Background: an optimization exercise with open tools, aiming at a short achievable clock period and few clock cycles. Do not read the settings as production practice.
Function was checked by simulation only, so behaviour that the tests miss may differ from the original.
The flow treats the clock pin as an ideal source, which a real chip does not have.
Power and IR drop assume default switching activity.

// lc3b_cache
module lc3b_cache (
	input wire logic clk,
	input wire logic rst_n,
	input wire logic mem_read,
	input wire logic mem_write,
	input logic [16-1:0] mem_address,
	input logic [16-1:0] mem_wdata,
	input logic [1:0] mem_byte_enable,
	output logic [16-1:0] mem_rdata,
	output logic mem_resp,
	output logic pmem_read,
	output logic pmem_write,
	output logic [9+3-1:0] pmem_address,
	output logic [128-1:0] pmem_wdata,
	input logic [128-1:0] pmem_rdata,
	input wire logic pmem_resp
	);
Size in the first run: ~4900 cells after synthesis, ~330 I/O pins, roughly 76000 sq um of cells after synthesis.
clock: 7.0 ns
lec_check: 0
cap_margin: 20
core_margin: 2
core_utilization: 50
cts_cluster_diameter: 100
cts_cluster_size: 20
setup_slack_margin: 4.4
slew_margin: 80
synth_hierarchical: 1
standard.sh (not shown) runs the stock make flow with config.mk's settings and CLKGATE_MAP_FILE= SYNTH_SCRIPT=/design/flow/synth_recipe.tcl, a recipe that flattens the netlist after the stock synthesis.
==> flow/flow/run.sh <==
#!/bin/bash
# Own layout flow: the standard ORFS flow (the standard.sh, with its
# synthesis unchanged), with the port buffers made as buf_8 cells instead of
# the small delay buffers buffer_ports picks by default, and with the resizer
# free to change a cell's footprint. Each step's full log is kept by ORFS under
# orfs/logs/; make's own output goes to make_finish.log here.
set -euo pipefail
W=$(pwd)
bash "$W/standard.sh" \
	MATCH_CELL_FOOTPRINT=0 \
	"BUFFER_PORTS_ARGS=-buffer_cell sky130_fd_sc_hd__buf_8" \
	finish > "$W/make_finish.log" 2>&1
The first run completed without violations.
Testbench counts at the start, summed over its fixed seeds: cycles 70,032.
Next try:
CTS_CLUSTER_DIAMETER = not set   (was 100)
CTS_CLUSTER_SIZE = not set   (was 20)
SETUP_SLACK_MARGIN = 4.35   (was 4.4)
- The new run produced a clean layout
- total power rises by about 19%
- wire length falls by about 0.9%
- non-clock buffer count goes down by 39
- synthesized cell count stays the same
- global-route usage is lower by 0.28 points
- first-iteration DRC count came out higher by 2.3%
- setup slack is better by 0.13 ns

========
lc3b_cache, a different RTL version from the one above (not shown whole).
Size in the first run: ~5000 cells after synthesis, roughly 1300 flip-flops, about 330 I/O pins, ~0.075 sq mm of cells after synthesis.
==> flow/config.mk <==
export PLATFORM = sky130hd
export DESIGN_NAME = lc3b_cache
export DESIGN_NICKNAME = lc3b_cache
export VERILOG_FILES = /design/flow/design.v
export SDC_FILE = /design/flow/constraint.sdc
export NUM_CORES = 4
export LEC_CHECK = 0
export CAP_MARGIN = 20
export CORE_MARGIN = 2
export CORE_UTILIZATION = 70
export SETUP_SLACK_MARGIN = 4.4
export SLEW_MARGIN = 80
export SYNTH_HIERARCHICAL = 1
==> flow/constraint.sdc <==
create_clock -name core_clock -period 7.0 [get_ports {clk}]
set_input_delay 1.4000 -clock core_clock [delete_from_list [all_inputs] [get_ports {clk}]]
set_output_delay 1.4000 -clock core_clock [all_outputs]
set_load 0.01 [all_outputs]
==> flow/flow/run.sh <==
#!/bin/bash
# Own layout flow: the standard ORFS flow (the standard.sh, with its
# synthesis unchanged), with
# - the port buffers made as buf_8 cells instead of the small delay buffers
#   buffer_ports picks by default,
# - the resizer free to change a cell's footprint,
# - a fanout limit set before each repair step (flow/max_fanout.tcl).
# Each step's full log is kept by ORFS under orfs/logs/; make's own output
# goes to make_finish.log here.
set -euo pipefail
W=$(pwd)
MF="$W/flow/max_fanout.tcl"
bash "$W/standard.sh" \
	MATCH_CELL_FOOTPRINT=0 \
	"BUFFER_PORTS_ARGS=-buffer_cell sky130_fd_sc_hd__buf_8" \
	PRE_RESIZE_TCL="$MF" \
	PRE_CTS_TCL="$MF" \
	PRE_GLOBAL_ROUTE_TCL="$MF" \
	finish > "$W/make_finish.log" 2>&1
==> flow/flow/max_fanout.tcl <==
# Limit the fanout the resizer leaves on any net, so that high-fanout nets
# (the address bits and their decoded selects) get balanced buffer trees
# instead of chains of slew-repair buffers.
set_max_fanout 16 [current_design]
The baseline aborted during global routing.
Testbench counts at the start, summed over its fixed seeds: cycles 70,052.
==> next run, changes <==
--- a/flow/config.mk
+++ b/flow/config.mk
@@ -10 +10 @@
-export CORE_UTILIZATION = 70
+export CORE_UTILIZATION = 60
Result: The new run went through all stages and came out clean. Synthesized area does not change. Synthesized cell count stays the same.

========
Another version of the RTL of lc3b_cache (not shown whole).
Size in the first run: ~1300 flip-flops, about 330 I/O pins, about 75000 um^2 of cells after synthesis.
clock: 7.0 ns
lec_check: 0
cap_margin: 20
core_margin: 2
core_utilization: 50
place_density: 0.75
setup_slack_margin: 4.6
slew_margin: 80
synth_hierarchical: 1
Scripts as last shown in full above: flow/flow/run.sh, flow/flow/max_fanout.tcl
The baseline completed without violations.
Testbench counts at the start, summed over its fixed seeds: cycles 70,052.
Change:
Settings changed: PLACE_DENSITY 0.75 to unset, SETUP_SLACK_MARGIN 4.6 to 4.4.
The changed run produced a clean layout.
Global-route usage stays flat.
Area after synthesis does not change.
Flip-flop and latch count does not change.
Clock-buffer cell count goes up by 21.
Fmax increases by 7.7%.
Change:
Settings changed: CORE_UTILIZATION 50 to 60.
Final area decreases by 0.70%; register-to-register slack hardly moves; routed wire length decreases by 0.76%; utilization increases by 13 points; maximum frequency increases by 0.99%; sequential share of layout area increases by 0.25 points; global-route usage increases by 7.2 points; sequential power is about the same.
Change:
Settings changed: SLEW_MARGIN 80 to 60.
Effect: Total power hardly moves; first-iteration DRC count went down by about 20%; design area went down by 5.1%; count of clock-buffer cells in the layout went up by 1; routed wire length went down by 5.5%; synthesized cell count stays the same.
Change:
Settings changed: CORE_UTILIZATION 60 to 55, SLEW_MARGIN 60 to 80.
Outcome: The changed run passed the timing, design-rule and antenna checks; clock skew hardly moves; total power rises by about 1.1%; area after synthesis is unchanged; clock-buffer cell count rises by 19; register-to-register slack improves by 0.43 ns; sequential share of layout area falls by 2.2 points; clock power falls by about 0.6%.
Change:
Settings changed: CAP_MARGIN 20 to 40, CORE_UTILIZATION 55 to 60, SLEW_MARGIN 80 to 90.
Outcome: The changed run stopped in detailed placement (3_5_place_dp). Area after synthesis is unchanged. Synthesized cell count stays the same.

## static timing again, ports no longer ideal
In the flow no input, the clock included, has a driving cell. The finished layouts below were timed again as built, in two steps.
Step 1 assumes that a clkbuf_16 drives the clock port and a buf_2 every other input.
Step 2 also shifts input and output timing later by t, the mid clock arrival at the registers, as if the neighbouring blocks saw the same clock.
Slacks: no drivers / after step 1 / after step 2; pairs: no drivers / after step 1.
| run | shift t [ns] | setup slack, ns | hold slack, ns |
|---|---|---|---|
| the first run of note 1 | 0.820 | 3.892 / 3.910 / 3.090 | 0.506 / 0.506 / 0.506 |
| the second run of note 1 | 0.869 | 4.027 / 4.014 / 3.174 | 0.480 / 0.480 / 0.480 |
| the second run of note 2 | 0.907 | 4.117 / 4.122 / 3.252 | 0.492 / 0.492 / 0.492 |
| the first run of note 3 | 0.939 | 3.963 / 4.001 / 3.063 | 0.476 / 0.476 / 0.476 |
| the second run of note 3 | 0.875 | 4.181 / 4.162 / 3.327 | 0.500 / 0.500 / 0.500 |
| the third run of note 3 | 0.885 | 4.208 / 4.171 / 3.357 | 0.520 / 0.520 / 0.520 |
| the fourth run of note 3 | 0.879 | 3.928 / 3.956 / 3.076 | 0.489 / 0.489 / 0.489 |
| the fifth run of note 3 | 0.883 | 4.230 / 4.156 / 3.367 | 0.505 / 0.505 / 0.505 |
After both steps setup and hold are still met in every run listed. For the first run of note 3, which loses most, drivers alone change the setup slack by +0.038 ns; drivers and shift together by -0.900 ns.
